What follows belongs to an exercise in optimizing a design on an open flow for small area and a short achievable clock period; a production flow would make more cautious choices.
RTL that was checked went through simulation tests only; none was proved equivalent to the original.
No functional check of the RTL was part of runs 1 and 2.
Power is estimated from default activity; no workload was simulated.

--- design/flow/config.mk ---
export PLATFORM = sky130hd
export DESIGN_NAME = depth_to_spectrum_color
export DESIGN_NICKNAME = depth_to_spectrum_color
export VERILOG_FILES = /design/flow/design.v
export SDC_FILE = /design/flow/constraint.sdc
export NUM_CORES = 4
export LEC_CHECK = 0
export CAP_MARGIN = 20
export CORE_MARGIN = 2
export CORE_UTILIZATION = 40
export SETUP_SLACK_MARGIN = 5
export SLEW_MARGIN = 20
--- design/flow/constraint.sdc ---
create_clock -name core_clock -period 8.0 [get_ports {i_clk}]
set_input_delay 1.6000 -clock core_clock [delete_from_list [all_inputs] [get_ports {i_clk}]]
set_output_delay 1.6000 -clock core_clock [all_outputs]
set_load 0.01 [all_outputs]
--- design/flow/design.v ---
package dsc_pkg;
    localparam int TOLERANCE    = 5;
    localparam int Q_BITS       = 19;
    localparam int CFG_IDX_BITS = 1;
    localparam logic [CFG_IDX_BITS-1:0] CFG_DEPTH_LOW  = CFG_IDX_BITS'(0);
    localparam logic [CFG_IDX_BITS-1:0] CFG_DEPTH_HIGH = CFG_IDX_BITS'(1);
    localparam logic [2:0] SEG_VIOLET = 3'd0;
    localparam logic [2:0] SEG_BLUE   = 3'd1;
    localparam logic [2:0] SEG_CYAN   = 3'd2;
    localparam logic [2:0] SEG_GREEN  = 3'd3;
    localparam logic [2:0] SEG_YELLOW = 3'd4;
    localparam logic [2:0] SEG_RED    = 3'd5;
    localparam logic [2:0] SEG_BLACK  = 3'd6;
    function automatic logic [7:0] level257(input logic [16:0] v);
        if (v == 17'd0) level257 = 8'd0;
        else            level257 = 8'(v[16:8] - {8'd0, {1'b0, v[7:0]} <= v[16:8]});
    endfunction
endpackage
import dsc_pkg::*;
module dsc_div #(
    parameter logic [18:0] CUT  = 19'h7FFFF,
    parameter int          SIDE = 2
) (
    input  logic              i_clk,
    input  logic              i_rst_n,
    input  logic              i_v,
    input  logic [15:0]       i_n25,
    input  logic [10:0]       i_den,
    input  logic [SIDE-1:0]   i_side,
    output logic              o_v,
    output logic [18:0]       o_q,
    output logic [SIDE-1:0]   o_side
);
    logic [10:0]     w_r    [20];
    logic [4:0]      w_n    [20];
    logic [18:0]     w_q    [20];
    logic [10:0]     w_den  [20];
    logic [SIDE-1:0] w_side [20];
    logic            w_v    [20];
    assign w_r[0]    = i_n25[15:5];
    assign w_n[0]    = i_n25[4:0];
    assign w_q[0]    = '0;
    assign w_den[0]  = ~i_den;
    assign w_side[0] = i_side;
    assign w_v[0]    = i_v;
    for (genvar s = 0; s < 19; s++) begin : g_row
        localparam int B = 18 - s;
        logic [11:0] n_t;
        logic [12:0] n_sub;
        logic        n_ge;
        logic [10:0] n_r;
        logic [18:0] n_q;
        assign n_t  = {w_r[s], (B >= 14) ? w_n[s][4] : 1'b0};
        assign n_sub = {1'b0, n_t} + {2'b11, w_den[s]} + 13'd1;
        assign n_ge  = !n_sub[12];
        assign n_r   = n_ge ? n_sub[10:0] : n_t[10:0];
        assign n_q  = w_q[s] | (19'(n_ge) << B);
        if (CUT[s]) begin : g_reg
            logic [10:0]     r_r;
            logic [4:0]      r_n;
            logic [18:0]     r_q;
            logic [10:0]     r_den;
            logic [SIDE-1:0] r_side;
            logic            r_v;
            always_ff @(posedge i_clk) begin
                if (!i_rst_n) r_v <= 1'b0;
                else          r_v <= w_v[s];
            end
            always_ff @(posedge i_clk) begin
                r_r    <= n_r;
                r_n    <= {w_n[s][3:0], 1'b0};
                r_q    <= n_q;
                r_den  <= w_den[s];
                r_side <= w_side[s];
            end
            assign w_r[s+1]    = r_r;
            assign w_n[s+1]    = r_n;
            assign w_q[s+1]    = r_q;
            assign w_den[s+1]  = r_den;
            assign w_side[s+1] = r_side;
            assign w_v[s+1]    = r_v;
        end else begin : g_comb
            assign w_r[s+1]    = n_r;
            assign w_n[s+1]    = {w_n[s][3:0], 1'b0};
            assign w_q[s+1]    = n_q;
            assign w_den[s+1]  = w_den[s];
            assign w_side[s+1] = w_side[s];
            assign w_v[s+1]    = w_v[s];
        end
    end
    assign o_v    = w_v[19];
    assign o_q    = w_q[19];
    assign o_side = w_side[19];
endmodule
import dsc_pkg::*;
module dsc_cdiv #(
    parameter logic [16:0] CUT  = 17'h1FFFF,
    parameter int          SIDE = 1
) (
    input  logic              i_clk,
    input  logic              i_rst_n,
    input  logic              i_v,
    input  logic [16:0]       i_x,
    input  logic [2:0]        i_seg,
    input  logic [16:0]       i_t,
    input  logic [SIDE-1:0]   i_side,
    output logic              o_v,
    output logic [16:0]       o_c,
    output logic [15:0]       o_u,
    output logic [4:0]        o_vrem,
    output logic [2:0]        o_seg,
    output logic [SIDE-1:0]   o_side
);
    function automatic logic [6:0] span(input logic [2:0] seg);
        case (seg)
            SEG_VIOLET: span = 7'd90;
            SEG_BLUE:   span = 7'd50;
            SEG_CYAN:   span = 7'd20;
            SEG_GREEN:  span = 7'd70;
            default:    span = 7'd65;
        endcase
    endfunction
    logic [6:0]      w_rr   [18];
    logic [10:0]     w_xn   [18];
    logic [16:0]     w_c    [18];
    logic [4:0]      w_fr   [18];
    logic [11:0]     w_tn   [18];
    logic [15:0]     w_u    [18];
    logic [2:0]      w_seg  [18];
    logic [SIDE-1:0] w_side [18];
    logic            w_v    [18];
    assign w_rr[0]   = {1'b0, i_x[16:11]};
    assign w_xn[0]   = i_x[10:0];
    assign w_c[0]    = '0;
    assign w_fr[0]   = i_t[16:12];
    assign w_tn[0]   = i_t[11:0];
    assign w_u[0]    = '0;
    assign w_seg[0]  = i_seg;
    assign w_side[0] = i_side;
    assign w_v[0]    = i_v;
    for (genvar k = 0; k < 17; k++) begin : g_row
        localparam int B = 16 - k;
        logic [7:0]  n_rt;
        logic [8:0]  n_rsub;
        logic [6:0]  n_fsub;
        logic [6:0]  n_s;
        logic        n_rge;
        logic [6:0]  n_rr;
        logic [16:0] n_c;
        logic [10:0] n_xn;
        logic [5:0]  n_ft;
        logic        n_fge;
        logic [4:0]  n_fr;
        logic [15:0] n_u;
        logic [11:0] n_tn;
        assign n_s   = span(w_seg[k]);
        assign n_rt  = {w_rr[k], w_xn[k][10]};
        assign n_rsub = {1'b0, n_rt} - {2'b0, n_s};
        assign n_rge  = !n_rsub[8];
        assign n_rr   = n_rge ? n_rsub[6:0] : n_rt[6:0];
        assign n_c   = w_c[k] | (17'(n_rge) << B);
        assign n_xn  = {w_xn[k][9:0], 1'b0};
        if (k == 0) begin : g_nofade
            assign n_fr = w_fr[k];
            assign n_u  = w_u[k];
            assign n_tn = w_tn[k];
        end else begin : g_fade
            assign n_ft  = {w_fr[k], w_tn[k][11]};
            assign n_fsub = {1'b0, n_ft} - 7'd25;
            assign n_fge  = !n_fsub[6];
            assign n_fr   = n_fge ? n_fsub[4:0] : n_ft[4:0];
            assign n_u   = w_u[k] | (16'(n_fge) << B);
            assign n_tn  = {w_tn[k][10:0], 1'b0};
        end
        if (CUT[k]) begin : g_reg
            logic [6:0]      r_rr;
            logic [10:0]     r_xn;
            logic [16:0]     r_c;
            logic [4:0]      r_fr;
            logic [11:0]     r_tn;
            logic [15:0]     r_u;
            logic [2:0]      r_seg;
            logic [SIDE-1:0] r_side;
            logic            r_v;
            always_ff @(posedge i_clk) begin
                if (!i_rst_n) r_v <= 1'b0;
                else          r_v <= w_v[k];
            end
            always_ff @(posedge i_clk) begin
                r_rr   <= n_rr;
                r_xn   <= n_xn;
                r_c    <= n_c;
                r_fr   <= n_fr;
                r_tn   <= n_tn;
                r_u    <= n_u;
                r_seg  <= w_seg[k];
                r_side <= w_side[k];
            end
            assign w_rr[k+1]   = r_rr;
            assign w_xn[k+1]   = r_xn;
            assign w_c[k+1]    = r_c;
            assign w_fr[k+1]   = r_fr;
            assign w_tn[k+1]   = r_tn;
            assign w_u[k+1]    = r_u;
            assign w_seg[k+1]  = r_seg;
            assign w_side[k+1] = r_side;
            assign w_v[k+1]    = r_v;
        end else begin : g_comb
            assign w_rr[k+1]   = n_rr;
            assign w_xn[k+1]   = n_xn;
            assign w_c[k+1]    = n_c;
            assign w_fr[k+1]   = n_fr;
            assign w_tn[k+1]   = n_tn;
            assign w_u[k+1]    = n_u;
            assign w_seg[k+1]  = w_seg[k];
            assign w_side[k+1] = w_side[k];
            assign w_v[k+1]    = w_v[k];
        end
    end
    assign o_v    = w_v[17];
    assign o_c    = w_c[17];
    assign o_u    = w_u[17];
    assign o_vrem = w_fr[17];
    assign o_seg  = w_seg[17];
    assign o_side = w_side[17];
endmodule
import dsc_pkg::*;
module depth_to_spectrum_color #(
    parameter int DEPTH_BITS = 11
) (
    input  logic                               i_clk,
    input  logic                               i_rst_n,
    input  logic                               start,
    output logic                               busy,
    input  logic                               i_cfg_we,
    input  logic [dsc_pkg::CFG_IDX_BITS-1:0]   i_cfg_idx,
    input  logic [DEPTH_BITS-1:0]              i_cfg_data,
    input  logic [DEPTH_BITS-1:0]              i_depth_sample,
    input  logic                               i_frame_end_in,
    output logic                               o_valid,
    output logic [7:0]                         o_blue_level,
    output logic [7:0]                         o_green_level,
    output logic [7:0]                         o_red_level,
    output logic                               o_frame_end_out
);
    localparam logic [18:0] DIV_CUT  = 19'h7FFFF;
    localparam logic [16:0] CDIV_CUT = 17'h1FFFF;
    assign busy = 1'b0;
    logic        r0_v;
    logic [10:0] r0_d;
    logic        r0_fe;
    logic        r0_we;
    logic        r0_idx;
    logic [10:0] r0_data;
    logic [10:0] r_lo;
    logic [10:0] r_hi;
    always_ff @(posedge i_clk) begin
        if (!i_rst_n) begin
            r0_v  <= 1'b0;
            r0_we <= 1'b0;
        end else begin
            r0_v  <= start;
            r0_we <= i_cfg_we;
        end
    end
    always_ff @(posedge i_clk) begin
        r0_d    <= i_depth_sample;
        r0_fe   <= i_frame_end_in;
        r0_idx  <= i_cfg_idx;
        r0_data <= i_cfg_data;
    end
    always_ff @(posedge i_clk) begin
        if (!i_rst_n) begin
            r_lo <= 11'd909;
            r_hi <= 11'd930;
        end else if (r0_we) begin
            if (r0_idx == CFG_DEPTH_HIGH) r_hi <= r0_data;
            else                          r_lo <= r0_data;
        end
    end
    logic [11:0] n_d5;
    logic        n_ib;
    logic        r1_v;
    logic        r1_fe;
    logic [10:0] r1_diff;
    logic [10:0] r1_den;
    assign n_d5 = {1'b0, r0_d} + 12'(TOLERANCE);
    assign n_ib = (r_hi > r_lo) && (n_d5 >= {1'b0, r_lo}) && (n_d5 <= {1'b0, r_hi});
    always_ff @(posedge i_clk) begin
        if (!i_rst_n) r1_v <= 1'b0;
        else          r1_v <= r0_v;
    end
    always_ff @(posedge i_clk) begin
        r1_fe   <= r0_fe;
        r1_diff <= 11'(n_d5 - {1'b0, r_lo});
        r1_den  <= n_ib ? (r_hi - r_lo) : 11'd0;
    end
    logic        r2n_v;
    logic        r2n_fe;
    logic [15:0] r2n_n25;
    logic [10:0] r2n_den;
    always_ff @(posedge i_clk) begin
        if (!i_rst_n) r2n_v <= 1'b0;
        else          r2n_v <= r1_v;
    end
    always_ff @(posedge i_clk) begin
        r2n_fe   <= r1_fe;
        r2n_n25  <= ({5'b0, r1_diff} << 4) + ({5'b0, r1_diff} << 3) + {5'b0, r1_diff};
        r2n_den  <= r1_den;
    end
    logic        div_v;
    logic [18:0] div_q;
    logic        div_fe;
    dsc_div #(
        .CUT  (DIV_CUT),
        .SIDE (1)
    ) u_div (
        .i_clk   (i_clk),
        .i_rst_n (i_rst_n),
        .i_v     (r2n_v),
        .i_n25   (r2n_n25),
        .i_den   (r2n_den),
        .i_side  (r2n_fe),
        .o_v     (div_v),
        .o_q     (div_q),
        .o_side  (div_fe)
    );
    logic [8:0]  n_qk;
    logic [2:0]  n_seg;
    logic        r3a_v;
    logic [18:0] r3a_q;
    logic [2:0]  r3a_seg;
    logic        r3a_near;
    logic        r3a_far;
    logic        r3a_fe;
    assign n_qk = div_q[18:10];
    always_comb begin
        if      (n_qk > 9'd400) n_seg = SEG_BLACK;
        else if (n_qk < 9'd90)  n_seg = SEG_VIOLET;
        else if (n_qk < 9'd140) n_seg = SEG_BLUE;
        else if (n_qk < 9'd160) n_seg = SEG_CYAN;
        else if (n_qk < 9'd230) n_seg = SEG_GREEN;
        else if (n_qk < 9'd295) n_seg = SEG_YELLOW;
        else                    n_seg = SEG_RED;
    end
    always_ff @(posedge i_clk) begin
        if (!i_rst_n) r3a_v <= 1'b0;
        else          r3a_v <= div_v;
    end
    always_ff @(posedge i_clk) begin
        r3a_q    <= div_q;
        r3a_seg  <= n_seg;
        r3a_near <= n_qk < 9'd70;
        r3a_far  <= div_q > 19'(330 * 1024);
        r3a_fe   <= div_fe;
    end
    logic [18:0] n_x;
    logic        r3b_v;
    logic [16:0] r3b_x;
    logic [2:0]  r3b_seg;
    logic [16:0] r3b_t;
    logic [6:0]  r3b_side;
    logic [4:0]  n_tgt;
    always_comb begin
        case (r3a_seg)
            SEG_VIOLET: n_x = 19'(90 * 1024) - r3a_q;
            SEG_BLUE:   n_x = r3a_q - 19'(90 * 1024);
            SEG_CYAN:   n_x = 19'(160 * 1024) - r3a_q;
            SEG_GREEN:  n_x = r3a_q - 19'(160 * 1024);
            SEG_YELLOW: n_x = 19'(295 * 1024) - r3a_q;
            default:    n_x = '0;
        endcase
    end
    for (genvar i = 0; i < 5; i++) begin : g_tgt
        assign n_tgt[i] = r3a_near ? (r3a_q > 19'(14336 * i)) : (r3a_q < 19'(400 * 1024 - 14336 * i));
    end
    always_ff @(posedge i_clk) begin
        if (!i_rst_n) r3b_v <= 1'b0;
        else          r3b_v <= r3a_v;
    end
    always_ff @(posedge i_clk) begin
        r3b_x    <= n_x[16:0];
        r3b_seg  <= r3a_seg;
        r3b_t    <= r3a_near ? r3a_q[16:0] : (r3a_far ? 17'(19'(400 * 1024) - r3a_q) : 17'd0);
        r3b_side <= {n_tgt, r3a_near | r3a_far, r3a_fe};
    end
    logic        cd_v;
    logic [16:0] cd_c;
    logic [15:0] cd_u;
    logic [4:0]  cd_vrem;
    logic [2:0]  cd_seg;
    logic [6:0]  cd_side;
    dsc_cdiv #(
        .CUT  (CDIV_CUT),
        .SIDE (7)
    ) u_cdiv (
        .i_clk   (i_clk),
        .i_rst_n (i_rst_n),
        .i_v     (r3b_v),
        .i_x     (r3b_x),
        .i_seg   (r3b_seg),
        .i_t     (r3b_t),
        .i_side  (r3b_side),
        .o_v     (cd_v),
        .o_c     (cd_c),
        .o_u     (cd_u),
        .o_vrem  (cd_vrem),
        .o_seg   (cd_seg),
        .o_side  (cd_side)
    );
    logic        n_corr;
    logic        r4_v;
    logic [16:0] r4_c;
    logic [16:0] r4_f;
    logic [2:0]  r4_seg;
    logic [1:0]  r4_side;
    assign n_corr = (cd_vrem < 5'd5) ? cd_side[2 + cd_vrem] : 1'b0;
    always_ff @(posedge i_clk) begin
        if (!i_rst_n) r4_v <= 1'b0;
        else          r4_v <= cd_v;
    end
    always_ff @(posedge i_clk) begin
        r4_c    <= (cd_seg == SEG_RED) ? 17'h10000 : cd_c;
        r4_f    <= cd_side[1] ? {1'b0, cd_u + (n_corr ? 16'd19660 : 16'd19661)} : 17'h10000;
        r4_seg  <= cd_seg;
        r4_side <= cd_side[1:0];
    end
    function automatic logic [33:0] csa_s(input logic [33:0] a, input logic [33:0] b, input logic [33:0] c);
        csa_s = a ^ b ^ c;
    endfunction
    function automatic logic [33:0] csa_c(input logic [33:0] a, input logic [33:0] b, input logic [33:0] c);
        csa_c = {((a & b) | (a & c) | (b & c)), 1'b0};
    endfunction
    logic [33:0] n_pp [17];
    logic [33:0] n_l1 [12];
    logic [33:0] n_l2 [8];
    logic [33:0] n_l3 [6];
    for (genvar i = 0; i < 17; i++) begin : g_pp
        assign n_pp[i] = r4_f[i] ? (34'(r4_c) << i) : 34'd0;
    end
    for (genvar i = 0; i < 5; i++) begin : g_l1
        assign n_l1[2*i]   = csa_s(n_pp[3*i], n_pp[3*i+1], n_pp[3*i+2]);
        assign n_l1[2*i+1] = csa_c(n_pp[3*i], n_pp[3*i+1], n_pp[3*i+2]);
    end
    assign n_l1[10] = n_pp[15];
    assign n_l1[11] = n_pp[16];
    for (genvar i = 0; i < 4; i++) begin : g_l2
        assign n_l2[2*i]   = csa_s(n_l1[3*i], n_l1[3*i+1], n_l1[3*i+2]);
        assign n_l2[2*i+1] = csa_c(n_l1[3*i], n_l1[3*i+1], n_l1[3*i+2]);
    end
    for (genvar i = 0; i < 2; i++) begin : g_l3
        assign n_l3[2*i]   = csa_s(n_l2[3*i], n_l2[3*i+1], n_l2[3*i+2]);
        assign n_l3[2*i+1] = csa_c(n_l2[3*i], n_l2[3*i+1], n_l2[3*i+2]);
    end
    assign n_l3[4] = n_l2[6];
    assign n_l3[5] = n_l2[7];
    logic        r5_v;
    logic [33:0] r5_m [6];
    logic [7:0]  r5_lf;
    logic [2:0]  r5_seg;
    logic        r5_fe;
    always_ff @(posedge i_clk) begin
        if (!i_rst_n) r5_v <= 1'b0;
        else          r5_v <= r4_v;
    end
    always_ff @(posedge i_clk) begin
        for (int i = 0; i < 6; i++) r5_m[i] <= n_l3[i];
        r5_lf   <= r4_side[1] ? dsc_pkg::level257(r4_f) : 8'd255;
        r5_seg  <= r4_seg;
        r5_fe   <= r4_side[0];
    end
    logic [33:0] n_l4 [4];
    logic [33:0] n_l5 [3];
    logic [33:0] n_l6 [2];
    assign n_l4[0] = csa_s(r5_m[0], r5_m[1], r5_m[2]);
    assign n_l4[1] = csa_c(r5_m[0], r5_m[1], r5_m[2]);
    assign n_l4[2] = csa_s(r5_m[3], r5_m[4], r5_m[5]);
    assign n_l4[3] = csa_c(r5_m[3], r5_m[4], r5_m[5]);
    assign n_l5[0] = csa_s(n_l4[0], n_l4[1], n_l4[2]);
    assign n_l5[1] = csa_c(n_l4[0], n_l4[1], n_l4[2]);
    assign n_l5[2] = n_l4[3];
    assign n_l6[0] = csa_s(n_l5[0], n_l5[1], n_l5[2]);
    assign n_l6[1] = csa_c(n_l5[0], n_l5[1], n_l5[2]);
    logic        r6_v;
    logic [33:0] r6_a;
    logic [33:0] r6_b;
    logic [7:0]  r6_lf;
    logic [2:0]  r6_seg;
    logic        r6_fe;
    always_ff @(posedge i_clk) begin
        if (!i_rst_n) r6_v <= 1'b0;
        else          r6_v <= r5_v;
    end
    always_ff @(posedge i_clk) begin
        r6_a    <= n_l6[0];
        r6_b    <= n_l6[1];
        r6_lf   <= r5_lf;
        r6_seg  <= r5_seg;
        r6_fe   <= r5_fe;
    end
    logic [33:0] n_prod;
    logic        r7_v;
    logic [16:0] r7_p;
    logic [7:0]  r7_lf;
    logic [2:0]  r7_seg;
    logic        r7_fe;
    assign n_prod = r6_a + r6_b;
    always_ff @(posedge i_clk) begin
        if (!i_rst_n) r7_v <= 1'b0;
        else          r7_v <= r6_v;
    end
    always_ff @(posedge i_clk) begin
        r7_p    <= n_prod[32:16];
        r7_lf   <= r6_lf;
        r7_seg  <= r6_seg;
        r7_fe   <= r6_fe;
    end
    logic       r8_v;
    logic [7:0] r8_lp;
    logic [7:0] r8_lf;
    logic [2:0] r8_seg;
    logic       r8_fe;
    always_ff @(posedge i_clk) begin
        if (!i_rst_n) r8_v <= 1'b0;
        else          r8_v <= r7_v;
    end
    always_ff @(posedge i_clk) begin
        r8_lp   <= dsc_pkg::level257(r7_p);
        r8_lf   <= r7_lf;
        r8_seg  <= r7_seg;
        r8_fe   <= r7_fe;
    end
    logic [7:0] n_r;
    logic [7:0] n_g;
    logic [7:0] n_b;
    always_comb begin
        n_r = '0;
        n_g = '0;
        n_b = '0;
        case (r8_seg)
            SEG_VIOLET: begin n_r = r8_lp;  n_b = r8_lf;  end
            SEG_BLUE:   begin n_g = r8_lp;  n_b = 8'd255; end
            SEG_CYAN:   begin n_g = 8'd255; n_b = r8_lp;  end
            SEG_GREEN:  begin n_r = r8_lp;  n_g = 8'd255; end
            SEG_YELLOW: begin n_r = 8'd255; n_g = r8_lp;  end
            SEG_RED:    begin n_r = r8_lp;  end
            default:    ;
        endcase
    end
    always_ff @(posedge i_clk) begin
        if (!i_rst_n) o_valid <= 1'b0;
        else          o_valid <= r8_v;
    end
    always_ff @(posedge i_clk) begin
        o_red_level     <= n_r;
        o_green_level   <= n_g;
        o_blue_level    <= n_b;
        o_frame_end_out <= r8_fe;
    end
endmodule
--- design/flow/run.sh ---
#!/bin/bash
# synth_recipe.tcl (not shown) runs the flow's synth.tcl, then flattens the netlist and writes it again
# the make line also repeats each setting of config.mk as NAME=value (left out here)
make -C /OpenROAD-flow-scripts/flow DESIGN_CONFIG=/design/flow/config.mk WORK_HOME=/design/flow/orfs CLKGATE_MAP_FILE= SYNTH_SCRIPT=/design/flow/synth_recipe.tcl finish
==> flow_metrics.env, run 1 <==
export IMPL_outcome="complete, no violations"
export IMPL_fill_cells=16000
export IMPL_cp_cell_sequence="inv_1 > ha_1 > a21o_1 > a21oi_1 > or3_1 > ha_1 > ha_1 > nand2_1 > nor3_2 > a21oi_1 > nand2_1"
export IMPL_dieArea_sq_mm=0.180
export IMPL_finalNonFillerCells=8793
export IMPL_crit_slowest_cell="dfxtp_1"
export IMPL_die_w_microns=424
export IMPL_fin_util_pct=45.9
export IMPL_maxCapViolations=0
export IMPL_grt_first_pass_wirelength_microns=204000
export IMPL_regToRegSetupSlack_ns=5.03
export IMPL_rsz0062_at_grt="true"
export IMPL_numCtsBuffers=186
export IMPL_netlist_area_sq_mm=0.0707
export IMPL_grt_util_all_layers_pct=13.6
export IMPL_yosysTopAreaCell="dfxtp_1"
export IMPL_place_ws_ns=4.64
export IMPL_ys_ff_latch=1927
export IMPL_synth_simple_area_share_pct=9.50
export IMPL_dp_hpwl_microns=87400
export IMPL_crit_top_cell="ha_1"
export IMPL_fin_crit_sh_pct=37.2
export IMPL_ys_types=65
export IMPL_yosys_top_cells_area="dfxtp_1 (55%), ha_1 (8.6%), fa_1 (7.7%)"
export IMPL_dr_total_vias=40900
export IMPL_io_pins=55
export IMPL_final_setup_viol_count=0
export IMPL_grt_overflow=0
export IMPL_r2r_end="r5_lf[6]"
export IMPL_via_per_inst=4.65
export IMPL_coreArea_sq_mm=0.176
export IMPL_antenna_found_initial=0
export IMPL_portBuffers=53
export IMPL_regToRegStartpoint="r4_f[14]"
export IMPL_synth_xor_area_share_pct=3.79
export IMPL_critPathRequiredTime_ns=8.66
export IMPL_start_util_pct=40.2
export IMPL_cp_arrival_ns=3.64
export IMPL_syn_instance_count=6135
export IMPL_grt_max_degree=71
export IMPL_synth_seq_area_share_pct=54.6
export IMPL_slew_viol_final=0
export IMPL_path_max_fanout=20
export IMPL_p_total_w=0.0409
export IMPL_slowest_delay_ns=0.97
export IMPL_first_pass_iters=7
export IMPL_nets=7081
export IMPL_drt_iter0_markers=1628
export IMPL_synth_edf_count=0
export IMPL_synth_top_cell_area_share_pct=54.6
export IMPL_cp_depth=11
export IMPL_tritoncts="done"
export IMPL_peakVddDrop_uv=232
export IMPL_clkLatencyLatePin_ns=0.79
export IMPL_worstMarginPinSlew_ns=1.06
export IMPL_crit_path_start="r4_f[14]"
export IMPL_critPathLaunchType="flip-flop"
export IMPL_yosysMostFrequentCell="dfxtp_1"
export IMPL_layout_drive_gt1_share_pct=9.83
export IMPL_synthMuxAreaShare_pct=3.95
export IMPL_path_clk_slew_ns=0.07
export IMPL_root_buffer="clkbuf_16"
export IMPL_cts_max_path_buffers=3
export IMPL_ys_flop_type="dfxtp_1"
export IMPL_synth_commonest_cells="dfxtp_1 (1,927), inv_1 (488), ha_1 (485)"
export IMPL_finalClockSkew_ns=0.0192
export IMPL_leakage_nw=34.9
export IMPL_wl_per_cell_microns=13.7
export IMPL_cp_top_family="flip-flops"
export IMPL_placementRows=154
export IMPL_dp_cells=8434
export IMPL_postRouteAntennaNets=0
export IMPL_synth_top_family_by_area="adder cells"
export IMPL_final_setup_tns_ns=0
export IMPL_ys_async_sr_fraction_pct=0
export IMPL_finalHoldViolations=0
export IMPL_grt_pass1_vias=42200
export IMPL_die_height_microns=424
export IMPL_h_tree_depth=4
export IMPL_synthAdderAreaFrac_pct=16.3
export IMPL_finalWeightedCongestion=0.843
export IMPL_crit_type="flip-flop to flip-flop"
export IMPL_ys_warn_count=26
export IMPL_powerDensity_mw_per_mm2=506
export IMPL_synth_compound_area_share_pct=8.64
export IMPL_synth_fp_nets=6920
export IMPL_layout_setup_ws_ns=5.03
export IMPL_critPathCapture="r5_lf[6]"
export IMPL_synth_avg_cell_area_sq_um=11.5
export IMPL_routed_wl_microns=121000
export IMPL_critical_path_buf_inv_count=1
export IMPL_crit_path_end_kind="flip-flop"
export IMPL_min_period_ns=2.97
export IMPL_relSlewSlack_pct=29.5
export IMPL_max_freq_mhz=336
export IMPL_drc_errors=0
export IMPL_min_path_type="flip-flop to flip-flop"
export IMPL_clock_sinks=1927
export IMPL_synthToLayoutAreaGrowth_pct=14.4
export IMPL_rr_worst_depth=11
area by class of cell:
type,instances,area (sq um),area share (%)
flip-flops and latches,1927,38600,47.8
repair buffers,88,732,0.905
clock buffers,247,5220,6.45
multi-input cells,3605,30000,37.1
clock inverters,97,1520,1.88
well taps,2340,2930,3.62
inverters,488,1830,2.27
diodes,1,2.50,0.00310
cells by family after synthesis:
group                    after synthesis
multiplexers                         253
AO/OA/AOI/OAI                        950
adder cells (fa/ha/maj)              757
flip-flops                          1927
AND/OR/NAND/NOR                     1338
other                                  1
buffers and inverters                603
XOR/XNOR                             306
placed cells by master, fill, tap and decap left out, drive strengths merged, types with 81 or more instances in the layout:
master  netlist  layout
clkbuf       91     252
a21oi       254     254
inv         488     501
nor3         81      81
nand2       276     276
and2        287     287
dfxtp      1927    1927
ha          485     485
nor2        351     351
mux2        196     196
xor2         88      88
a21o        163     163
xnor2       218     218
o21ai       191     191
fa          272     272
nand2b       92      92
repair_timing:
action,CTS,global route
hold buffers,0,0
gates resized for setup,90,52
pin swaps,0,7
cloned,0,0
setup endpoints to repair,47,79
buffers inserted,0,14
stage by stage:
step / hold slack [ns] / cell area (sq um)
after global routing: 0.313 / 80800
after global placement: 0.310 / 73800
after CTS: 0.314 / 80600
final: 0.314 / 80800
after detailed placement: 0.312 / 73800
after floorplan: 0.310 / 70700
worst register-to-register path, delay by kind of cell (launching register included):
family | cells | cell delay [ns]
adder cells (fa/ha/maj) | 3 | 0.80
AO/OA/AOI/OAI | 3 | 0.34
buffers and inverters | 1 | 0.18
AND/OR/NAND/NOR | 4 | 0.55
flip-flops | 1 | 0.97
worst min-delay path by stage:
stage,start,endpoint,slack (ns),cells after the start
after detailed placement,u_div.g_row[15].g_reg.r_q[6],u_div.g_row[16].g_reg.r_q[6],0.31,0
after global placement,u_cdiv.g_row[14].g_reg.r_c[3],u_cdiv.g_row[15].g_reg.r_c[3],0.31,0
after global routing,u_div.g_row[9].g_reg.r_q[12],u_div.g_row[10].g_reg.r_q[12],0.31,0
after floorplan,r8_fe,o_frame_end_out,0.31,0
after CTS,u_div.g_row[12].g_reg.r_q[14],u_div.g_row[13].g_reg.r_q[14],0.31,0
final,u_cdiv.g_row[15].g_reg.r_side[1],u_cdiv.g_row[16].g_reg.r_side[1],0.31,0
layer usage:
| layer | part of all wire (%) | global-route usage [%] | wire, microns |
|---|---|---|---|
| met5 | 0 | 0 | 0 |
| met2 | 51 | 25.2 | 61900 |
| met1 | 42 | 15.5 | 51400 |
| met3 | 3.3 | 2.50 | 4000 |
| met4 | 3.0 | 4.82 | 3630 |
where the power goes:
group | switching [W] | total (W) | leakage (nW) | internal (W)
Combinational | 0.00804 | 0.0157 | 15.6 | 0.00766
Clock | 0.00373 | 0.00932 | 3.27 | 0.00559
Sequential | 0.00223 | 0.0159 | 16.1 | 0.0136
Total | 0.0140 | 0.0409 | 34.9 | 0.0269
sequential cells by signal, summed over array words and instances, names as in the netlist, 51 cells and up:
| register | count |
|---|---|
| u_cdiv.g_row.g_reg.r_seg | 51 |
| u_cdiv.g_row.g_reg.r_rr | 112 |
| u_cdiv.g_row.g_reg.r_fr | 85 |
| u_cdiv.g_row.g_reg.r_side | 119 |
| r5_m | 120 |
| u_div.g_row.g_reg.r_r | 198 |
| u_div.g_row.g_reg.r_den | 198 |
| u_div.g_row.g_reg.r_q | 190 |
| u_cdiv.g_row.g_reg.r_u | 136 |
| u_cdiv.g_row.g_reg.r_c | 153 |
| u_cdiv.g_row.g_reg.r_tn | 78 |
| u_cdiv.g_row.g_reg.r_xn | 55 |
==> run 2: changes to the inputs <==
--- a/design/flow/config.mk
+++ b/design/flow/config.mk
@@ -8,5 +8,7 @@
 export CAP_MARGIN = 20
 export CORE_MARGIN = 2
 export CORE_UTILIZATION = 40
+export CTS_BUF_LIST = sky130_fd_sc_hd__clkbuf_8
+export CTS_CLUSTER_SIZE = 20
 export SETUP_SLACK_MARGIN = 5
 export SLEW_MARGIN = 20
==> run 2 against run 1 <==
  * Still clean
  * Worst setup slack better by 0.013 ns
  * Via count is 1.7% higher
  * First-iteration DRC count fell by 13%
  * Highest routed layer unchanged
==> flow_metrics.env, run 2 <==
export IMPL_outcome="complete, no violations"
export IMPL_via_per_inst=4.64
export IMPL_finalClockSkew_ns=0.0691
export IMPL_yosys_top_cells_area="dfxtp_1 (55%), ha_1 (8.6%), fa_1 (7.7%)"
export IMPL_numCtsBuffers=316
export IMPL_regToRegStartpoint="r7_p[10]"
export IMPL_synth_top_cell_area_share_pct=54.6
export IMPL_final_setup_tns_ns=0
export IMPL_power_share_switching_pct=34.6
export IMPL_synth_avg_cell_area_sq_um=11.5
export IMPL_reg_top3="u_div.g_row.g_reg.r_den (198), u_div.g_row.g_reg.r_r (198), u_div.g_row.g_reg.r_q (190)"
export IMPL_start_util_pct=40.2
export IMPL_crit_type="flip-flop to output pin"
export IMPL_fill_cells=16100
export IMPL_ys_ff_latch=1927
export IMPL_maxCapViolations=0
export IMPL_critical_path_buf_inv_count=1
export IMPL_synthToLayoutAreaGrowth_pct=13.8
export IMPL_syn_instance_count=6135
export IMPL_hp_start="u_cdiv.g_row[14].g_reg.r_c[10]"
export IMPL_io_pins=55
export IMPL_antenna_found_initial=3
export IMPL_p_int_w=0.0261
export IMPL_worstMarginPinSlew_ns=1.02
export IMPL_grt_max_degree=71
export IMPL_power_frac_comb_pct=39.1
export IMPL_h_tree_depth=5
export IMPL_die_w_microns=424
export IMPL_finalHoldViolations=0
export IMPL_final_common_cell="dfxtp_1"
export IMPL_p_total_w=0.0400
export IMPL_yosysTopAreaCell="dfxtp_1"
export IMPL_cts_max_path_buffers=4
export IMPL_ys_async_sr_fraction_pct=0
export IMPL_final_setup_viol_count=0
export IMPL_hold_ws_ns=0.275
export IMPL_min_path_cells=0
export IMPL_placementRows=154
export IMPL_routed_wl_microns=122000
export IMPL_grt_first_pass_wirelength_microns=206000
export IMPL_fin_crit_sh_pct=37.0
export IMPL_r2r_end="r8_lp[6]"
export IMPL_synth_commonest_cells="dfxtp_1 (1,927), inv_1 (488), ha_1 (485)"
export IMPL_pwr_share_clk_pct=21.2
export IMPL_hold_end="u_cdiv.g_row[15].g_reg.r_c[10]"
export IMPL_slew_viol_final=0
export IMPL_path_max_fanout=1
export IMPL_critPathRequiredTime_ns=6.40
export IMPL_clock_sinks=1927
export IMPL_p_sw_w=0.0138
export IMPL_dieArea_sq_mm=0.180
export IMPL_slowest_delay_ns=0.32
export IMPL_rr_worst_depth=15
export IMPL_regToRegSetupSlack_ns=5.06
export IMPL_first_pass_iters=7
export IMPL_cp_cell_sequence="buf_6"
export IMPL_path_clk_slew_ns=0.06
export IMPL_synth_fp_nets=6920
export IMPL_powerDensity_mw_per_mm2=497
export IMPL_grt_pass1_vias=43200
export IMPL_cp_arrival_ns=1.36
export IMPL_rsz0062_at_grt="true"
export IMPL_relSlewSlack_pct=31.7
export IMPL_layout_drive_gt1_share_pct=11.6
export IMPL_min_path_type="flip-flop to flip-flop"
export IMPL_peakVddDrop_uv=223
export IMPL_synth_edf_count=0
export IMPL_yosysMostFrequentCell="dfxtp_1"
export IMPL_cp_top_family="flip-flops"
export IMPL_dr_total_vias=41600
export IMPL_root_buffer="clkbuf_8"
export IMPL_die_height_microns=424
export IMPL_tritoncts="done"
export IMPL_drt_iter0_markers=1422
export IMPL_grt_overflow=0
export IMPL_drc_errors=0
export IMPL_final_cell_mix="dfxtp_1 (1,905), inv_1 (572), ha_1 (479)"
export IMPL_postRouteAntennaNets=0
export IMPL_ys_warn_count=26
export IMPL_critPathLaunchType="flip-flop"
export IMPL_coreArea_sq_mm=0.176
export IMPL_finalWeightedCongestion=0.843
export IMPL_netlist_area_sq_mm=0.0707
export IMPL_synth_seq_area_share_pct=54.6
export IMPL_leakage_nw=35.3
export IMPL_p_seq_share_pct=39.7
export IMPL_min_period_ns=2.96
export IMPL_portBuffers=53
export IMPL_crit_path_end_kind="output pin"
export IMPL_grt_util_all_layers_pct=13.7
export IMPL_ys_types=65
export IMPL_crit_slowest_cell="dfxtp_2"
export IMPL_ys_flop_type="dfxtp_1"
export IMPL_dp_hpwl_microns=87400
export IMPL_clkLatencyLatePin_ns=0.97
export IMPL_nets=7209
export IMPL_max_freq_mhz=338
export IMPL_wl_per_cell_microns=13.6
-- run 2: worst max path at each step --
| stage | from | to | slack [ns] | depth (start not counted) |
|---|---|---|---|---|
| global route | r7_p[10] | r8_lp[6] | 4.89 | 15 |
| floorplan | u_cdiv.g_row[16].g_reg.r_fr[0] | r4_f[14] | 5.11 | 13 |
| CTS | o_red_level[4] | o_red_level[4] | 4.90 | 1 |
| finish | o_red_level[3] | o_red_level[3] | 5.04 | 1 |
| global placement | r4_f[10] | r5_lf[5] | 4.55 | 14 |
| detailed placement | r4_f[10] | r5_lf[5] | 4.64 | 14 |
-- run 2: routing by layer --
metal	routed length [microns]	track usage (%)	vias to the layer above
met1	50800	15.2	19600
met4	4430	6.07	0
li1	-	-	21000
met3	4490	2.78	356
met2	62200	25.2	670
met5	0	0	-
-- run 2: cell families (layout without fill, tap and decap cells) --
kind of cell	count (synthesis)	count (layout)	synth area share, %
flops	1927	1927	54.6
simple gates	1338	1338	9.50
compound gates	950	950	8.64
fa+ha+maj	757	757	16.3
buf+inv	603	1099	3.24
xor+xnor	306	306	3.79
mux	253	253	3.95
other cells	1	6	0.00531
-- run 2: area by class of cell --
| type | instances | area (sq um) | area share (%) |
|---|---|---|---|
| well taps | 2340 | 2930 | 3.64 |
| repair buffers | 86 | 718 | 0.893 |
| flip-flops and latches | 1927 | 38600 | 48.0 |
| inverters | 488 | 1830 | 2.28 |
| clock buffers | 381 | 5240 | 6.52 |
| multi-input cells | 3605 | 30000 | 37.3 |
| clock inverters | 144 | 1100 | 1.37 |
| diodes | 5 | 12.5 | 0.0156 |
-- run 2: per-stage QoR --
step | setup slack (ns) | cell area (sq um) | cells | utilization (%)
2_1_floorplan | 5.11 | 70700 | 6135 | -
3_3_place_gp | 4.55 | 73800 | 8434 | 42.0
3_5_place_dp | 4.64 | 73800 | 8434 | 42.0
4_1_cts | 4.90 | 80100 | 8959 | 45.5
5_1_grt | 4.89 | 80400 | 8975 | 45.7
6_report | 5.04 | 80400 | 8976 | 45.7
-- run 2: timing repair --
action	in CTS	in global routing
pin swaps	0	5
hold buffers	0	0
setup buffers	0	12
gates resized for setup	122	58
endpoints found under the setup margin	47	90
-- run 2: power groups by stage --
stage	clock network, W	logic (W)	registers (W)
5_1_grt	0.00925	0.0181	0.0163
2_1_floorplan	0	0.0125	0.0150
3_5_place_dp	0	0.0156	0.0161
3_3_place_gp	0	0.0153	0.0161
6_report	0.00846	0.0157	0.0159
4_1_cts	0.00880	0.0158	0.0160
==> run 3: changes to the inputs <==
--- a/design/flow/design.v
+++ b/design/flow/design.v
@@ -10,7 +10,6 @@
     localparam logic [2:0] SEG_GREEN  = 3'd3;
     localparam logic [2:0] SEG_YELLOW = 3'd4;
     localparam logic [2:0] SEG_RED    = 3'd5;
-    localparam logic [2:0] SEG_BLACK  = 3'd6;
     function automatic logic [7:0] level257(input logic [16:0] v);
         if (v == 17'd0) level257 = 8'd0;
         else            level257 = 8'(v[16:8] - {8'd0, {1'b0, v[7:0]} <= v[16:8]});
@@ -40,7 +39,7 @@
     assign w_r[0]    = i_n25[15:5];
     assign w_n[0]    = i_n25[4:0];
     assign w_q[0]    = '0;
-    assign w_den[0]  = ~i_den;
+    assign w_den[0]  = i_den;
     assign w_side[0] = i_side;
     assign w_v[0]    = i_v;
     for (genvar s = 0; s < 19; s++) begin : g_row
@@ -51,7 +50,7 @@
         logic [10:0] n_r;
         logic [18:0] n_q;
         assign n_t  = {w_r[s], (B >= 14) ? w_n[s][4] : 1'b0};
-        assign n_sub = {1'b0, n_t} + {2'b11, w_den[s]} + 13'd1;
+        assign n_sub = {1'b0, n_t} - {2'b0, w_den[s]};
         assign n_ge  = !n_sub[12];
         assign n_r   = n_ge ? n_sub[10:0] : n_t[10:0];
         assign n_q  = w_q[s] | (19'(n_ge) << B);
@@ -281,7 +280,7 @@
     logic [11:0] n_d5;
     logic        n_ib;
     logic        r1_v;
-    logic        r1_fe;
+    logic [1:0]  r1_side;
     logic [10:0] r1_diff;
     logic [10:0] r1_den;
     assign n_d5 = {1'b0, r0_d} + 12'(TOLERANCE);
@@ -291,12 +290,12 @@
         else          r1_v <= r0_v;
     end
     always_ff @(posedge i_clk) begin
-        r1_fe   <= r0_fe;
+        r1_side <= {r0_fe, n_ib};
         r1_diff <= 11'(n_d5 - {1'b0, r_lo});
-        r1_den  <= n_ib ? (r_hi - r_lo) : 11'd0;
+        r1_den  <= r_hi - r_lo;
     end
     logic        r2n_v;
-    logic        r2n_fe;
+    logic [1:0]  r2n_side;
     logic [15:0] r2n_n25;
     logic [10:0] r2n_den;
     always_ff @(posedge i_clk) begin
@@ -304,26 +303,26 @@
         else          r2n_v <= r1_v;
     end
     always_ff @(posedge i_clk) begin
-        r2n_fe   <= r1_fe;
+        r2n_side <= r1_side;
         r2n_n25  <= ({5'b0, r1_diff} << 4) + ({5'b0, r1_diff} << 3) + {5'b0, r1_diff};
         r2n_den  <= r1_den;
     end
     logic        div_v;
     logic [18:0] div_q;
-    logic        div_fe;
+    logic [1:0]  div_side;
     dsc_div #(
         .CUT  (DIV_CUT),
-        .SIDE (1)
+        .SIDE (2)
     ) u_div (
         .i_clk   (i_clk),
         .i_rst_n (i_rst_n),
         .i_v     (r2n_v),
         .i_n25   (r2n_n25),
         .i_den   (r2n_den),
-        .i_side  (r2n_fe),
+        .i_side  (r2n_side),
         .o_v     (div_v),
         .o_q     (div_q),
-        .o_side  (div_fe)
+        .o_side  (div_side)
     );
     logic [8:0]  n_qk;
     logic [2:0]  n_seg;
@@ -332,11 +331,10 @@
     logic [2:0]  r3a_seg;
     logic        r3a_near;
     logic        r3a_far;
-    logic        r3a_fe;
+    logic [1:0]  r3a_side;
     assign n_qk = div_q[18:10];
     always_comb begin
-        if      (n_qk > 9'd400) n_seg = SEG_BLACK;
-        else if (n_qk < 9'd90)  n_seg = SEG_VIOLET;
+        if      (n_qk < 9'd90)  n_seg = SEG_VIOLET;
         else if (n_qk < 9'd140) n_seg = SEG_BLUE;
         else if (n_qk < 9'd160) n_seg = SEG_CYAN;
         else if (n_qk < 9'd230) n_seg = SEG_GREEN;
@@ -352,14 +350,14 @@
         r3a_seg  <= n_seg;
         r3a_near <= n_qk < 9'd70;
         r3a_far  <= div_q > 19'(330 * 1024);
-        r3a_fe   <= div_fe;
+        r3a_side <= div_side;
     end
     logic [18:0] n_x;
     logic        r3b_v;
     logic [16:0] r3b_x;
     logic [2:0]  r3b_seg;
     logic [16:0] r3b_t;
-    logic [6:0]  r3b_side;
+    logic [7:0]  r3b_side;
     logic [4:0]  n_tgt;
     always_comb begin
         case (r3a_seg)
@@ -382,17 +380,17 @@
         r3b_x    <= n_x[16:0];
         r3b_seg  <= r3a_seg;
         r3b_t    <= r3a_near ? r3a_q[16:0] : (r3a_far ? 17'(19'(400 * 1024) - r3a_q) : 17'd0);
-        r3b_side <= {n_tgt, r3a_near | r3a_far, r3a_fe};
+        r3b_side <= {n_tgt, r3a_near | r3a_far, r3a_side};
     end
     logic        cd_v;
     logic [16:0] cd_c;
     logic [15:0] cd_u;
     logic [4:0]  cd_vrem;
     logic [2:0]  cd_seg;
-    logic [6:0]  cd_side;
+    logic [7:0]  cd_side;
     dsc_cdiv #(
         .CUT  (CDIV_CUT),
-        .SIDE (7)
+        .SIDE (8)
     ) u_cdiv (
         .i_clk   (i_clk),
         .i_rst_n (i_rst_n),
@@ -413,17 +411,17 @@
     logic [16:0] r4_c;
     logic [16:0] r4_f;
     logic [2:0]  r4_seg;
-    logic [1:0]  r4_side;
-    assign n_corr = (cd_vrem < 5'd5) ? cd_side[2 + cd_vrem] : 1'b0;
+    logic [2:0]  r4_side;
+    assign n_corr = (cd_vrem < 5'd5) ? cd_side[3 + cd_vrem] : 1'b0;
     always_ff @(posedge i_clk) begin
         if (!i_rst_n) r4_v <= 1'b0;
         else          r4_v <= cd_v;
     end
     always_ff @(posedge i_clk) begin
         r4_c    <= (cd_seg == SEG_RED) ? 17'h10000 : cd_c;
-        r4_f    <= cd_side[1] ? {1'b0, cd_u + (n_corr ? 16'd19660 : 16'd19661)} : 17'h10000;
+        r4_f    <= cd_side[2] ? {1'b0, cd_u + (n_corr ? 16'd19660 : 16'd19661)} : 17'h10000;
         r4_seg  <= cd_seg;
-        r4_side <= cd_side[1:0];
+        r4_side <= cd_side[2:0];
     end
     function automatic logic [33:0] csa_s(input logic [33:0] a, input logic [33:0] b, input logic [33:0] c);
         csa_s = a ^ b ^ c;
@@ -458,16 +456,16 @@
     logic [33:0] r5_m [6];
     logic [7:0]  r5_lf;
     logic [2:0]  r5_seg;
-    logic        r5_fe;
+    logic [1:0]  r5_side;
     always_ff @(posedge i_clk) begin
         if (!i_rst_n) r5_v <= 1'b0;
         else          r5_v <= r4_v;
     end
     always_ff @(posedge i_clk) begin
         for (int i = 0; i < 6; i++) r5_m[i] <= n_l3[i];
-        r5_lf   <= r4_side[1] ? dsc_pkg::level257(r4_f) : 8'd255;
+        r5_lf   <= r4_side[2] ? dsc_pkg::level257(r4_f) : 8'd255;
         r5_seg  <= r4_seg;
-        r5_fe   <= r4_side[0];
+        r5_side <= r4_side[1:0];
     end
     logic [33:0] n_l4 [4];
     logic [33:0] n_l5 [3];
@@ -486,7 +484,7 @@
     logic [33:0] r6_b;
     logic [7:0]  r6_lf;
     logic [2:0]  r6_seg;
-    logic        r6_fe;
+    logic [1:0]  r6_side;
     always_ff @(posedge i_clk) begin
         if (!i_rst_n) r6_v <= 1'b0;
         else          r6_v <= r5_v;
@@ -496,14 +494,14 @@
         r6_b    <= n_l6[1];
         r6_lf   <= r5_lf;
         r6_seg  <= r5_seg;
-        r6_fe   <= r5_fe;
+        r6_side <= r5_side;
     end
     logic [33:0] n_prod;
     logic        r7_v;
     logic [16:0] r7_p;
     logic [7:0]  r7_lf;
     logic [2:0]  r7_seg;
-    logic        r7_fe;
+    logic [1:0]  r7_side;
     assign n_prod = r6_a + r6_b;
     always_ff @(posedge i_clk) begin
         if (!i_rst_n) r7_v <= 1'b0;
@@ -513,13 +511,13 @@
         r7_p    <= n_prod[32:16];
         r7_lf   <= r6_lf;
         r7_seg  <= r6_seg;
-        r7_fe   <= r6_fe;
+        r7_side <= r6_side;
     end
     logic       r8_v;
     logic [7:0] r8_lp;
     logic [7:0] r8_lf;
     logic [2:0] r8_seg;
-    logic       r8_fe;
+    logic [1:0] r8_side;
     always_ff @(posedge i_clk) begin
         if (!i_rst_n) r8_v <= 1'b0;
         else          r8_v <= r7_v;
@@ -528,7 +526,7 @@
         r8_lp   <= dsc_pkg::level257(r7_p);
         r8_lf   <= r7_lf;
         r8_seg  <= r7_seg;
-        r8_fe   <= r7_fe;
+        r8_side <= r7_side;
     end
     logic [7:0] n_r;
     logic [7:0] n_g;
@@ -543,9 +541,13 @@
             SEG_CYAN:   begin n_g = 8'd255; n_b = r8_lp;  end
             SEG_GREEN:  begin n_r = r8_lp;  n_g = 8'd255; end
             SEG_YELLOW: begin n_r = 8'd255; n_g = r8_lp;  end
-            SEG_RED:    begin n_r = r8_lp;  end
-            default:    ;
+            default:    begin n_r = r8_lp;  end
         endcase
+        if (!r8_side[0]) begin
+            n_r = '0;
+            n_g = '0;
+            n_b = '0;
+        end
     end
     always_ff @(posedge i_clk) begin
         if (!i_rst_n) o_valid <= 1'b0;
@@ -555,6 +557,6 @@
         o_red_level     <= n_r;
         o_green_level   <= n_g;
         o_blue_level    <= n_b;
-        o_frame_end_out <= r8_fe;
+        o_frame_end_out <= r8_side[1];
     end
 endmodule
--- a/design/flow/config.mk
+++ b/design/flow/config.mk
@@ -8,7 +8,5 @@
 export CAP_MARGIN = 20
 export CORE_MARGIN = 2
 export CORE_UTILIZATION = 40
-export CTS_BUF_LIST = sky130_fd_sc_hd__clkbuf_8
-export CTS_CLUSTER_SIZE = 20
 export SETUP_SLACK_MARGIN = 5
 export SLEW_MARGIN = 20
==> run 3 against run 2 <==
  * Still clean
  * Critical path depth grew 9
  * Power increased by 3.8%
  * Clock skew fell by 0.034 ns
  * Area after synthesis up 4.4%
  * Cell area is 4.3% higher
  * Maximum frequency increased by 2.1%
  * Non-clock buffer count up 7
  * Worst hold slack improved by 0.029 ns
  * Count of clock-buffer cells in the layout fell by 133
  * Via count increased by 6.0%
  * Combinational power is essentially flat
  * Critical endpoint is now r1_side[0]
  * Highest routed layer unchanged
==> flow_metrics.env, run 3 <==
export IMPL_die_height_microns=433
export IMPL_synth_seq_area_share_pct=53.5
export IMPL_critPathRequiredTime_ns=8.74
export IMPL_antenna_found_initial=0
export IMPL_crit_type="flip-flop to flip-flop"
export IMPL_synthAdderAreaFrac_pct=15.6
export IMPL_finalClockSkew_ns=0.0352
export IMPL_postRouteAntennaNets=0
export IMPL_start_util_pct=40.3
export IMPL_max_freq_mhz=345
export IMPL_synthToLayoutAreaGrowth_pct=13.7
export IMPL_finalHoldViolations=0
export IMPL_tritoncts="done"
export IMPL_synth_top_cell_area_share_pct=53.5
export IMPL_antennaDiodeCount=0
export IMPL_coreArea_sq_mm=0.183
export IMPL_h_tree_depth=4
export IMPL_dr_total_vias=44100
export IMPL_power_share_switching_pct=34.8
export IMPL_nets=7623
export IMPL_finalWeightedCongestion=0.830
export IMPL_clkLatencyLatePin_ns=0.82
export IMPL_path_clk_slew_ns=0.07
export IMPL_ys_warn_count=26
export IMPL_slew_viol_final=0
export IMPL_synth_compound_area_share_pct=9.15
export IMPL_ys_flop_type="dfxtp_1"
export IMPL_cts_max_path_buffers=3
export IMPL_ys_types=76
export IMPL_yosysTopAreaCell="dfxtp_1"
export IMPL_powerDensity_mw_per_mm2=495
export IMPL_synth_edf_count=0
export IMPL_ys_ff_latch=1972
export IMPL_rsz0062_at_grt="true"
export IMPL_min_path_type="flip-flop to flip-flop"
export IMPL_clock_sinks=1972
export IMPL_via_per_inst=4.66
export IMPL_crit_slowest_cell="or4_1"
export IMPL_netlist_area_sq_mm=0.0738
export IMPL_pwr_share_clk_pct=22.4
export IMPL_drc_errors=0
export IMPL_power_frac_comb_pct=38.1
export IMPL_maxCapViolations=0
export IMPL_p_sw_w=0.0144
export IMPL_yosys_top_cells_area="dfxtp_1 (54%), ha_1 (8.2%), fa_1 (7.4%)"
export IMPL_grt_util_all_layers_pct=13.5
export IMPL_drt_iter0_markers=1873
export IMPL_final_setup_viol_count=0
export IMPL_synthMuxAreaShare_pct=3.33
export IMPL_synth_xor_area_share_pct=3.44
export IMPL_grt_max_degree=71
export IMPL_final_setup_tns_ns=0
export IMPL_routed_wl_microns=125000
export IMPL_synth_top_family_by_area="adder cells"
export IMPL_relSlewSlack_pct=40.4
export IMPL_worstMarginPinSlew_ns=0.893
export IMPL_p_total_w=0.0415
export IMPL_reg_top3="u_div.g_row.g_reg.r_den (198), u_div.g_row.g_reg.r_r (198), u_div.g_row.g_reg.r_q (190)"
export IMPL_root_buffer="clkbuf_16"
export IMPL_slowest_delay_ns=0.47
export IMPL_cp_arrival_ns=3.64
export IMPL_fill_cells=16900
export IMPL_die_w_microns=433
export IMPL_hold_buffers=0
export IMPL_io_pins=55
export IMPL_outcome="complete, no violations"
export IMPL_path_max_fanout=4
export IMPL_synth_avg_cell_area_sq_um=11.0
export IMPL_crit_top_cell="ha_1"
export IMPL_hp_start="u_div.g_row[11].g_reg.r_q[17]"
export IMPL_numCtsBuffers=191
export IMPL_p_int_w=0.0271
export IMPL_syn_instance_count=6683
export IMPL_wl_per_cell_microns=13.2
export IMPL_grt_first_pass_wirelength_microns=213000
export IMPL_synth_commonest_cells="dfxtp_1 (1,972), inv_1 (702), ha_1 (485)"
export IMPL_critPathLaunchType="flip-flop"
export IMPL_first_pass_iters=4
export IMPL_portBuffers=53
export IMPL_final_cell_mix="dfxtp_1 (1,966), inv_1 (702), ha_1 (485)"
export IMPL_placementRows=157
export IMPL_ys_async_sr_fraction_pct=0
export IMPL_grt_overflow=0
export IMPL_final_common_cell="dfxtp_1"
export IMPL_regToRegStartpoint="r0_d[0]"
export IMPL_layout_drive_gt1_share_pct=8.74
export IMPL_fin_crit_sh_pct=36.3
export IMPL_cp_cell_sequence="ha_1 > o2111ai_1 > nor2_1 > nand4_1 > xnor2_1 > ha_1 > nor2b_1 > or4_1 > o31ai_1 > o311a_1"
export IMPL_dp_hpwl_microns=90500
export IMPL_crit_path_start="r0_d[0]"
export IMPL_yosysMostFrequentCell="dfxtp_1"
export IMPL_grt_pass1_vias=44600
export IMPL_crit_path_end_kind="flip-flop"
export IMPL_synth_simple_area_share_pct=10.6
export IMPL_min_period_ns=2.90
export IMPL_critical_path_buf_inv_count=0
export IMPL_p_seq_share_pct=39.5
export IMPL_leakage_nw=36.9
export IMPL_cp_top_family="simple AND/OR/NAND/NOR gates"
export IMPL_synth_fp_nets=7468
export IMPL_dieArea_sq_mm=0.188
export IMPL_peakVddDrop_uv=239
==> run 3: area by class of cell <==
| type | instances | area (sq um) | share of cell area, % |
|---|---|---|---|
| inverter | 703 | 2640 | 3.15 |
| clock inverter | 109 | 1510 | 1.80 |
| sequential | 1972 | 39500 | 47.1 |
| tap | 2464 | 3080 | 3.68 |
| clock buffer | 248 | 5290 | 6.31 |
| multi-input combinational | 3877 | 31200 | 37.2 |
| timing repair buffer | 93 | 693 | 0.826 |
==> run 3: metal layers <==
metal  global-route usage [%]  vias up  part of all wire (%)
met1                     16.1    20800                    44
met2                     24.1      562                    50
met5                        0        -                     0
li1                         -    22500                     -
met4                     4.85        0                   2.9
met3                     2.37      265                   3.3
==> run 3: what timing repair did <==
item / 4_1_cts / 5_1_grt
buffers inserted: 10 / 13
setup endpoints to repair: 77 / 84
gates resized for setup: 107 / 18
pin swaps: 5 / 8
==> run 3: worst paths after layout <==
kind                                                      end  slack, ns  depth (start not counted)
worst max-delay path                               r1_side[0]       5.10                         10
worst min-delay path            u_div.g_row[12].g_reg.r_q[17]       0.30                          0
worst max register to register                     r1_side[0]       5.10                         10
worst min register to register  u_div.g_row[12].g_reg.r_q[17]       0.30                          0
==> run 3: stage by stage <==
step / instances / util [%] / setup slack [ns] / hold WS (ns) / instance area, sq um
2_1_floorplan: 6683 / - / 5.19 / 0.310 / 73800
5_1_grt: 9466 / 45.8 / 4.82 / 0.306 / 83900
6_report: 9466 / 45.8 / 5.10 / 0.303 / 83900
3_3_place_gp: 9080 / 42.0 / 4.86 / 0.310 / 76900
3_5_place_dp: 9081 / 42.0 / 4.82 / 0.312 / 76900
4_1_cts: 9448 / 45.7 / 4.91 / 0.291 / 83700
==> run 3: kinds of logic after synthesis <==
family	Yosys count
adders and majority gates	757
other	1
xor gates and xnor gates	290
muxes	224
AOI/OAI and AO/OA	1037
and+or+nand+nor	1568
DFF	1972
buffers and inverters	834
==> run 3: power by group through the flow <==
stage	sequential (W)	combinational, W	clock (W)
3_5_place_dp	0.0167	0.0157	0
3_3_place_gp	0.0166	0.0152	0
5_1_grt	0.0169	0.0183	0.0101
6_report	0.0164	0.0158	0.00931
2_1_floorplan	0.0155	0.0130	0
4_1_cts	0.0165	0.0159	0.00964

re-timing with driven ports:
How much do the figures lean on ideal ports? The routed layouts below were timed once more, with nothing changed but the port constraints.
Step 1, drivers: a clkbuf_16 drives i_clk and a buf_2 each remaining input, both assumed.
Step 2 moves the port delays by t, midway between the first and last clock arrival at a register: inputs arrive t later, outputs are due t later. That takes back most of the time a late clock gives input paths.
Slacks: ideal / step 1 / step 2; pairs: ideal / step 1.
run	shift t [ns]	slack for setup (ns)	slew at the worst register clock pin (ns)
run 1	0.858	5.028 / 5.013 / 5.028	0.07 / 0.07
run 2	1.006	5.040 / 4.968 / 5.058	0.07 / 0.07
run 3	0.883	5.100 / 5.066 / 5.100	0.07 / 0.07
After both steps setup and hold are still met in every run listed.
